From an optimization exercise on the open Yosys and OpenROAD flow, aimed at small area; shortcuts taken in it are not production practice.
Function was checked by simulation only, so behaviour that the tests miss may differ from the original.
No activity file was given, so power comes from the tool's default toggle rates.

==> design/flow/design.v <==
package alu_pkg;
  localparam int DW     = 32;
  localparam int NREG   = 32;
  localparam int REG_AW = $clog2(NREG);
  localparam logic [4:0] ALUOP_ADD = 5'b00000;
  localparam logic [4:0] ALUOP_SUB = 5'b00001;
endpackage
import alu_pkg::*;
module alu_regfile (
  input  logic                     clk,
  input  logic                     rst,
  input  logic [REG_AW-1:0]        raddr1,
  input  logic [REG_AW-1:0]        raddr2,
  input  logic [REG_AW-1:0]        dbg_raddr,
  output logic signed [DW-1:0]     rdata1,
  output logic signed [DW-1:0]     rdata2,
  output logic signed [DW-1:0]     dbg_rdata,
  input  logic                     wb_we,
  input  logic [REG_AW-1:0]        wb_waddr,
  input  logic signed [DW-1:0]     wb_wdata,
  input  logic                     ext_we,
  input  logic [REG_AW-1:0]        ext_waddr,
  input  logic signed [DW-1:0]     ext_wdata
);
  logic [NREG-1:0][DW-1:0] regs_q;
  assign regs_q[0] = '0;
  for (genvar i = 1; i < NREG; i++) begin : g_reg
    always_ff @(posedge clk) begin
      if (rst)                                     regs_q[i] <= '0;
      else if (wb_we  && wb_waddr  == REG_AW'(i))  regs_q[i] <= wb_wdata;
      else if (ext_we && ext_waddr == REG_AW'(i))  regs_q[i] <= ext_wdata;
    end
  end
  assign rdata1    = regs_q[raddr1];
  assign rdata2    = regs_q[raddr2];
  assign dbg_rdata = regs_q[dbg_raddr];
endmodule
import alu_pkg::*;
module alu_issue_stage (
  input  logic                  clk,
  input  logic                  rst,
  input  logic                  in_valid,
  output logic                  in_ready,
  input  logic [4:0]            in_op,
  input  logic [REG_AW-1:0]     in_rd,
  input  logic [REG_AW-1:0]     in_rs1,
  input  logic [REG_AW-1:0]     in_rs2,
  output logic signed [DW-1:0]  alu_a,
  output logic signed [DW-1:0]  alu_b,
  output logic [4:0]            alu_op,
  input  logic signed [DW-1:0]  alu_c,
  input  logic                  ext_we,
  input  logic [REG_AW-1:0]     ext_waddr,
  input  logic signed [DW-1:0]  ext_wdata,
  input  logic [REG_AW-1:0]     dbg_raddr,
  output logic signed [DW-1:0]  dbg_rdata,
  output logic                  illegal_op
);
  logic                 s1_vld_q, s1_vld_d;
  logic [REG_AW-1:0]    s1_rd_q, s1_rd_d;
  logic                 s2_vld_q, s2_vld_d;
  logic [REG_AW-1:0]    s2_rd_q, s2_rd_d;
  logic signed [DW-1:0] alu_a_q, alu_a_d;
  logic signed [DW-1:0] alu_b_q, alu_b_d;
  logic [4:0]           alu_op_q, alu_op_d;
  logic                 illegal_q, illegal_d;
  logic signed [DW-1:0] rf_rdata1, rf_rdata2;
  logic                 hazard, fire, wb_we;
  function automatic logic op_legal(input logic [4:0] op);
    op_legal = (op == alu_pkg::ALUOP_ADD) || (op == alu_pkg::ALUOP_SUB);
  endfunction
  function automatic logic signed [DW-1:0] read_opnd(
    input logic [REG_AW-1:0]    rs,
    input logic signed [DW-1:0] rf_val,
    input logic                 byp_vld,
    input logic [REG_AW-1:0]    byp_rd,
    input logic signed [DW-1:0] byp_val
  );
    if (rs == '0)                                read_opnd = '0;
    else if (byp_vld && byp_rd != '0 && rs == byp_rd) read_opnd = byp_val;
    else                                         read_opnd = rf_val;
  endfunction
  assign wb_we = s2_vld_q && (s2_rd_q != '0);
  alu_regfile u_regfile (
    .clk       (clk),
    .rst       (rst),
    .raddr1    (in_rs1),
    .raddr2    (in_rs2),
    .dbg_raddr (dbg_raddr),
    .rdata1    (rf_rdata1),
    .rdata2    (rf_rdata2),
    .dbg_rdata (dbg_rdata),
    .wb_we     (wb_we),
    .wb_waddr  (s2_rd_q),
    .wb_wdata  (alu_c),
    .ext_we    (ext_we),
    .ext_waddr (ext_waddr),
    .ext_wdata (ext_wdata)
  );
  always_comb begin
    hazard    = in_valid && s1_vld_q && (s1_rd_q != '0) &&
                ((in_rs1 == s1_rd_q) || (in_rs2 == s1_rd_q));
    in_ready  = !hazard;
    fire      = in_valid && !hazard;
    alu_a_d   = alu_a_q;
    alu_b_d   = alu_b_q;
    alu_op_d  = alu_op_q;
    s1_rd_d   = s1_rd_q;
    s1_vld_d  = fire;
    illegal_d = fire && !op_legal(in_op);
    s2_vld_d  = s1_vld_q;
    s2_rd_d   = s1_rd_q;
    if (fire) begin
      alu_a_d  = read_opnd(in_rs1, rf_rdata1, s2_vld_q, s2_rd_q, alu_c);
      alu_b_d  = read_opnd(in_rs2, rf_rdata2, s2_vld_q, s2_rd_q, alu_c);
      alu_op_d = in_op;
      s1_rd_d  = op_legal(in_op) ? in_rd : '0;
    end
  end
  always_ff @(posedge clk) begin
    if (rst) begin
      s1_vld_q  <= 1'b0;
      s1_rd_q   <= '0;
      s2_vld_q  <= 1'b0;
      s2_rd_q   <= '0;
      alu_a_q   <= '0;
      alu_b_q   <= '0;
      alu_op_q  <= '0;
      illegal_q <= 1'b0;
    end else begin
      s1_vld_q  <= s1_vld_d;
      s1_rd_q   <= s1_rd_d;
      s2_vld_q  <= s2_vld_d;
      s2_rd_q   <= s2_rd_d;
      alu_a_q   <= alu_a_d;
      alu_b_q   <= alu_b_d;
      alu_op_q  <= alu_op_d;
      illegal_q <= illegal_d;
    end
  end
  assign alu_a      = alu_a_q;
  assign alu_b      = alu_b_q;
  assign alu_op     = alu_op_q;
  assign illegal_op = illegal_q;
endmodule
==> design/flow/run.sh <==
#!/bin/bash
# synth_recipe.tcl (not shown) runs the flow's synth.tcl, then flattens the netlist and writes it again
# the make line also repeats each setting of config.mk as NAME=value (left out here)
make -C /OpenROAD-flow-scripts/flow DESIGN_CONFIG=/design/flow/config.mk WORK_HOME=/design/flow/orfs CLKGATE_MAP_FILE= SYNTH_SCRIPT=/design/flow/synth_recipe.tcl finish
==> design/flow/config.mk <==
export PLATFORM = sky130hd
export DESIGN_NAME = alu_issue_stage
export DESIGN_NICKNAME = alu_issue_stage
export VERILOG_FILES = /design/flow/design.v
export SDC_FILE = /design/flow/constraint.sdc
export NUM_CORES = 4
export LEC_CHECK = 0
export CAP_MARGIN = 20
export CORE_MARGIN = 2
export CORE_UTILIZATION = 40
export SLEW_MARGIN = 20
==> design/flow/constraint.sdc <==
create_clock -name core_clock -period 5.5 [get_ports {clk}]
set_input_delay 1.1000 -clock core_clock [delete_from_list [all_inputs] [get_ports {clk}]]
set_output_delay 1.1000 -clock core_clock [all_outputs]
set_load 0.01 [all_outputs]
==> flow_summary.toml, run 1 <==
[status]
status = "finished clean"

[logic_synthesis]
postSynth.asyncResetShare_pct = 0
seq_area_frac_synth_pct = 30.0
synth_cell_types = 63
synth_fp_nets = 7080
synth-simple-area-share_pct = 7.61
synth_seq_cells = 1074
synth_fa_ha_area_share_pct = 0
netlist_instances = 6982
synth_compound_area_share_pct = 15.9
synth_edf_count = 0
synthesis.area_um2 = 71700
avgSynthCellArea_um2 = 10.3
yosys.area_share.xor_xnor_pct = 0.244
muxShareOfSynthArea_pct = 40.5
synth_top_family_by_area = "multiplexers"
ys.warnings.count = 2
dominantRegCellSynth = "dfxtp_1"

[pwr]
netSwitchingFraction_pct = 28.0
internal_power_mw = 13.7
leakage_nw = 29.0
power_frac_comb_pct = 12.8
p_seq_share_pct = 42.4
p_per_area_nw_per_um2 = 239
clockPowerShare_pct = 44.9
power_switching_mw = 5.31
ir_worst_vdd_mv = 0.224

[drt]
viasPerCell = 7.13
drc_errors = 0
wl_per_cell_um = 36.2
antenna_left = 0
num_vias = 64700
wl_mm = 328
first_iter_violations = 9246
dr.pass1.iters = 8

[placement]
portBuffers = 200
gp_congestion = 0.950
place_hpwl_mm = 193
pre_cts_ws_ns = 0.398
dp.cells = 8832

[clocking]
cts_tree = "yes"
cts_resized = 0
hold_buffers = 0
clockBufferDepth = 3
cts_max_level = 3
cts-root-buf = "clkbuf_16"
cts.clk_slew.worst_paths_ns = 0.06
cts_buffers = 116
cts_num_sinks = 1074
clk_latency_ns = 0.78
cts_setup_buffers = 0

[sta]
fmax_mhz = 190
setup_viol = 0
rsz0062_at_grt = "no"
fin_crit_ns = 5.26
fin_ws_ns = 0.238
report.final.slew_viol_count = 0
setup_tns_ns = 0
hold_ws_ns = 0.469
post-route-period-util_pct = 95.7
worstMarginPinSlew_ns = 1.30
skew_ns = 0.0324
hold_viol_final = 0
slew-limit-headroom_pct = 13.1

[global_route]
grt_pass1_wl_mm = 464
grt_usage_pct = 35.0
grt_start_max_net_pins = 136
grt_overflow = 0
grt_pass1_vias = 61100
antenna_found_initial = 37

[floorplan]
io_pins = 201
start_util_pct = 40.2
die_area_um2 = 183000
die_height_um = 427
rows = 155
core-area_um2 = 178000
die_width_um = 427

[cells_and_area]
final_util_pct = 44.6
final_common_cell = "mux2i_1"
layout.nets = 6693
seqCellArea_um2 = 21500
multi_input_area_um2 = 46600
fillers = 16400
drive_gt1_share_pct = 20.7
instances_no_fill = 9067
final_cell_mix = "mux2i_1 (1263), nor2_1 (1077), dfxtp_1 (1074), a211oi_1 (1041), mux4_2 (640)"
area_growth_pct = 10.9

[worst_setup_path]
cp.required_ns = 4.40
crit_end = "dbg_rdata[15]"
rrSetupSlack_ns = 1.58
r2r_end = "u_regfile.regs_q[901]"
cpMaxStageDelayCell = "nor2b_4"
r2r_cells = 7
crit_buf_inv = 3
cp-end-kind = "output pin"
cp_slowest_stage_delay_ns = 1.04
cp_top_family = "buffers and inverters"
crit_chain = "buf_8 -> nor2b_4 -> buf_4 -> a22o_1 -> mux4_2 -> mux2_2 -> clkdlybuf4s50_1"
crit_cells = 7
crit_fanout = 29
critPathLaunch = "dbg_raddr[0]"
startpoint_type = "input pin"
crit_arrival_ns = 4.16
criticalPathCategory = "input pin to output pin"
reg2reg_from = "s2_rd_q[4]"

[worst_hold_path]
hold_path_class = "flop to flop"

[flow_run]
cap_violations = 0
==> worst reg2reg max path, delay by kind of cell, from the launching register on <==
kind | cells | cell delay, ns
compound gates | 2 | 0.55
flops | 1 | 0.68
simple gates | 4 | 1.93
buf+inv | 1 | 0.68
==> power by group through the flow <==
stage          sequential [mW]  combinational (mW)  clock, mW
3_5_place_dp              8.20                2.34          0
6_report                  8.04                2.42       8.51
3_3_place_gp              8.19                2.32          0
4_1_cts                   8.02                2.35       8.51
5_1_grt                   8.04                2.48       8.80
2_1_floorplan             8.14                1.48          0
==> cells in the mapped netlist, types with 10 or more instances <==
library cell | count | area (um^2)
o21ai_0 | 56 | 280
a2111oi_0 | 14 | 123
a32o_1 | 59 | 591
nand2b_1 | 10 | 62.6
buf_1 | 102 | 383
nor3_1 | 24 | 120
a22o_1 | 38 | 333
a31oi_1 | 10 | 62.6
buf_4 | 31 | 233
dfxtp_1 | 1074 | 21500
nand4_1 | 10 | 62.6
nand2_1 | 134 | 503
mux2i_1 | 1263 | 12600
clkbuf_1 | 586 | 2200
xor2_1 | 12 | 105
buf_2 | 208 | 1040
nor2_1 | 1088 | 4080
o22ai_1 | 25 | 156
mux4_2 | 640 | 14400
o22a_1 | 31 | 272
a211oi_1 | 1041 | 7820
nor2b_1 | 19 | 119
nand3_1 | 14 | 70.1
buf_6 | 22 | 248
and2_1 | 15 | 93.8
mux2_2 | 173 | 1950
o32a_1 | 18 | 180
a21oi_1 | 43 | 215
a22oi_1 | 26 | 195
a221oi_1 | 80 | 701
or2_2 | 10 | 62.6
o211ai_1 | 19 | 143
==> cell families (layout without fill, tap and decap cells) <==
kind of cell	Yosys count	count (layout)
compound gates	1499	1499
xor+xnor	20	20
buf+inv	954	660
flops	1074	1074
mux	2076	2076
other cells	0	24
simple gates	1359	1359
==> flip-flops by register name (all words and copies together), names as in the netlist <==
register          count
s2_vld_q              1
s2_rd_q               5
s1_rd_q               5
s1_vld_q              1
illegal_q             1
u_regfile.regs_q    992
alu_b_q              32
alu_a_q              32
alu_op_q              5
==> how the worst min path moves through the flow <==
stage                  start        to  slack [ns]  cells after the start
floorplan           s1_vld_q  s2_vld_q        0.44                      1
global placement    s1_vld_q  s2_vld_q        0.47                      1
detailed placement  s1_vld_q  s2_vld_q        0.46                      1
CTS                 s1_vld_q  s2_vld_q        0.47                      1
global route        s1_vld_q  s2_vld_q        0.48                      1
finish              s1_vld_q  s2_vld_q        0.47                      1
==> through the flow <==
step / area [um^2] / total power [mW]
2_1_floorplan: 71700 / 9.62
3_3_place_gp: 75500 / 10.5
3_5_place_dp: 75400 / 10.5
4_1_cts: 79500 / 18.9
5_1_grt: 79500 / 19.3
6_report: 79500 / 19.0
==> per-layer routing <==
metal | vias up | global-route usage, % | share of wire (%)
met5 | - | 0 | 0.049
met4 | 24 | 28.5 | 9.2
met3 | 1432 | 11.4 | 13
met2 | 5069 | 51.2 | 43
met1 | 32000 | 41.9 | 36
li1 | 26200 | - | -
==> cell type report <==
cell class | count | share of cell area [%]
multi-input cells | 4954 | 58.7
flip-flops and latches | 1074 | 27.0
repair buffers | 445 | 5.44
clock buffers | 163 | 4.25
well taps | 2355 | 3.71
clock inverters | 48 | 0.785
diodes | 24 | 0.0755
inverters | 4 | 0.0220
==> run 2: changes to the inputs <==
==> design/flow/flow/run.sh (new file) <==
#!/bin/bash
# The standard layout, with two changes:
# - ports are buffered with the smallest buffer (buf_1) instead of the resizer's default;
# - clock tree: clkbuf_8 buffers, sink clusters of at most 14 flops within 60 um, and no
#   dummy loads.
set -euo pipefail
export BUFFER_PORTS_ARGS="-buffer_cell sky130_fd_sc_hd__buf_1"
export CTS_ARGS="-sink_clustering_enable -repair_clock_nets -dont_use_dummy_load -buf_list {sky130_fd_sc_hd__clkbuf_8} -sink_clustering_size 14 -sink_clustering_max_diameter 60"
bash standard.sh finish > standard_flow.log 2>&1
==> design/flow/standard.sh (new file) <==
#!/bin/bash
# synth_recipe.tcl (not shown) runs the flow's synth.tcl, then flattens the netlist and writes it again
# the make line also repeats each setting of config.mk as NAME=value (left out here)
make -C /OpenROAD-flow-scripts/flow DESIGN_CONFIG=/design/flow/config.mk WORK_HOME=/design/flow/orfs CLKGATE_MAP_FILE= SYNTH_SCRIPT=/design/flow/synth_recipe.tcl "${@:-finish}"
removed: design/flow/run.sh
==> run 2 against run 1 <==
Highest routed layer unchanged. Total power down 20%. Critical path type unchanged. Register-to-register slack better by 0.06 ns. Sequential cell count stayed put.
==> flow_summary.toml, run 2 <==
[status]
status = "finished clean"

[logic_synthesis]
synth_area_leaders = "dfxtp_1 (30%), mux4_2 (20%), mux2i_1 (18%)"
netlist_instances = 6982
yosysMostFrequentCell = "mux2i_1"
synthesis.area_um2 = 71700
dominantRegCellSynth = "dfxtp_1"
seq_area_frac_synth_pct = 30.0
synth_top_area_share_pct = 30.0
yosys.area.top_type = "dfxtp_1"
avgSynthCellArea_um2 = 10.3
synth_edf_count = 0
synth_seq_cells = 1074
synth_cell_types = 63
synth.top_cells.by_count = "mux2i_1 (1263), nor2_1 (1088), dfxtp_1 (1074)"
postSynth.asyncResetShare_pct = 0
ys.warnings.count = 2
synth_fp_nets = 7080

[global_route]
grt_pass1_wl_mm = 454
use_met3_pct = 9.89
grt_start_max_net_pins = 198
grt_usage_pct = 34.2
use_met1_pct = 40.6
grt_overflow = 0
busiest_layer = "met2"
gr-usage-met2_pct = 50.7
grt_pass1_vias = 60300
antenna_found_initial = 15

[worst_setup_path]
startpoint_type = "input pin"
cp.required_ns = 4.40
crit_arrival_ns = 3.75
crit_fanout = 47
cp-end-kind = "output pin"
criticalPathCategory = "input pin to output pin"

[sta]
worstMarginPinSlew_ns = 1.33
slew-limit-headroom_pct = 11.1
fin_crit_ns = 4.85
hold_viol_final = 0
hold_ws_ns = 0.466
report.final.slew_viol_count = 0
setup_tns_ns = 0
post-route-period-util_pct = 88.1
setup_viol = 0
fmax_mhz = 206
skew_ns = 0.0831
rsz0062_at_grt = "no"

[pwr]
p_seq_share_pct = 53.0
p_per_area_nw_per_um2 = 199
ir_worst_vdd_mv = 0.168
netSwitchingFraction_pct = 31.3
clockPowerShare_pct = 31.2
total_power_mw = 15.1
power_switching_mw = 4.73
power_frac_comb_pct = 15.8
internal_power_mw = 10.4
leakage_nw = 27.4

[cells_and_area]
layout.nets = 6688
largest_register_ffs = 992
largest_register = "u_regfile.regs_q"
final_common_cell = "mux2i_1"
seqCellArea_um2 = 21500
drive_gt1_share_pct = 19.5
area_growth_pct = 6.01
multi_input_area_um2 = 46600
top_regs = "u_regfile.regs_q: 992 flops, alu_a_q: 32 flops, alu_b_q: 32 flops"
instances_no_fill = 8951
fillers = 16700
final_cell_mix = "mux2i_1 (1263), nor2_1 (1077), dfxtp_1 (1074), a211oi_1 (1041), mux4_2 (640)"

[clocking]
cts_max_level = 3
cts_setup_buffers = 0
clockBufferDepth = 3
cts_resized = 0
cts_tree = "yes"
cts.clk_slew.worst_paths_ns = 0.10
cts_buffers = 107
cts-root-buf = "clkbuf_8"
hold_buffers = 0
clk_latency_ns = 0.91
cts_num_sinks = 1074

[drt]
viasPerCell = 7.11
wl_per_cell_um = 36.0
antenna_left = 0
drc_errors = 0
first_iter_violations = 9621
dr.pass1.iters = 12
num_vias = 63700
wl_mm = 322

[floorplan]
rows = 155
core-area_um2 = 178000
die_area_um2 = 183000
die_width_um = 427
die_height_um = 427
start_util_pct = 40.2
io_pins = 201

[worst_hold_path]
hold_path_class = "input pin to flop"

[placement]
portBuffers = 200
dp.cells = 8836
place_hpwl_mm = 190
gp_congestion = 0.948

[flow_run]
cap_violations = 0
-- run 2: cell counts after synthesis --
No cell type changed its count.
-- run 2: kinds of logic after synthesis --
logic type | synth area share (%)
AND/OR/NAND/NOR | 7.61
flip-flops | 30.0
XOR/XNOR | 0.244
AO/OA/AOI/OAI | 15.9
multiplexers | 40.5
buffers and inverters | 5.75
-- run 2: critical path: stages --
cell and delay [ns]:
clkbuf_4 0.32, buf_12 0.34, buf_12 0.28, mux4_2 0.53
mux4_2 0.47, mux2_2 0.37, buf_1 0.19
-- run 2: stage by stage --
stage | instance area [um^2] | setup WS, ns | utilization (%)
CTS | 76000 | 0.700 | 42.6
finish | 76000 | 0.654 | 42.6
detailed placement | 74500 | 0.697 | 41.8
global route | 76000 | 0.618 | 42.6
floorplan | 71700 | 1.33 | -
global placement | 74400 | 0.689 | 41.8
-- run 2: final cells by class --
| class | count | area share [%] |
|---|---|---|
| repair buffers | 449 | 4.47 |
| clock buffers | 107 | 1.94 |
| diodes | 8 | 0.0263 |
| inverters | 4 | 0.0230 |
| flip-flops and latches | 1074 | 28.3 |
| well taps | 2355 | 3.88 |
| multi-input cells | 4954 | 61.4 |
-- run 2: routing by layer --
metal	part of all wire (%)	vias to the layer above	wire length, um
met1	35	31300	113000
met2	43	4764	138000
met4	10	26	33300
met5	0.052	-	168
li1	-	26000	-
met3	12	1501	37400
-- run 2: path summary, 6_finish.rpt --
path / from / to / cells after the start / slack (ns)
max: dbg_raddr[0] / dbg_rdata[15] / 7 / 0.65
min: in_rd[0] / s1_rd_q[0] / 3 / 0.47
max reg2reg: s2_rd_q[0] / u_regfile.regs_q[674] / 6 / 1.64
min reg2reg: alu_a_q[11] / alu_a_q[11] / 1 / 0.48
-- run 2: power by group through the flow --
| stage | Combinational (mW) | Clock, mW | Sequential, mW |
|---|---|---|---|
| after CTS | 2.30 | 4.70 | 8.01 |
| after global routing | 2.45 | 4.98 | 8.02 |
| after global placement | 2.27 | 0 | 8.18 |
| after floorplan | 1.48 | 0 | 8.14 |
| after detailed placement | 2.30 | 0 | 8.19 |
| final | 2.39 | 4.71 | 8.02 |

[separate check: timing with driven ports]
The results above use ideal ports. As a check the final layouts listed here were re-extracted and re-timed, cells and wires unchanged. Step 1: set_driving_cell puts a clkbuf_16 on clk and a buf_2 on each other input, an assumption about the parent block. Step 2 moves the port delays by t, midway between the first and last clock arrival at a register: inputs arrive t later, outputs are due t later. That takes back most of the time a late clock gives input paths. Slacks: ideal / step 1 / step 2; pairs: ideal / step 1.
run | t, ns | setup WS [ns] | latest minus earliest clock arrival (ns) | worst data-port slew with drivers (ns) | pins driven straight from the clock port
run 1 | 0.855 | 0.238 / 0.195 / 0.195 | 0.034 / 0.034 | 0.27 | 1
run 2 | 0.953 | 0.654 / 0.625 / 0.625 | 0.093 / 0.093 | 0.16 | 1
After both steps every run listed still meets setup and hold. The setup slack of run 1, which loses most, moves by -0.043 ns with the drivers and by -0.043 ns with both steps.
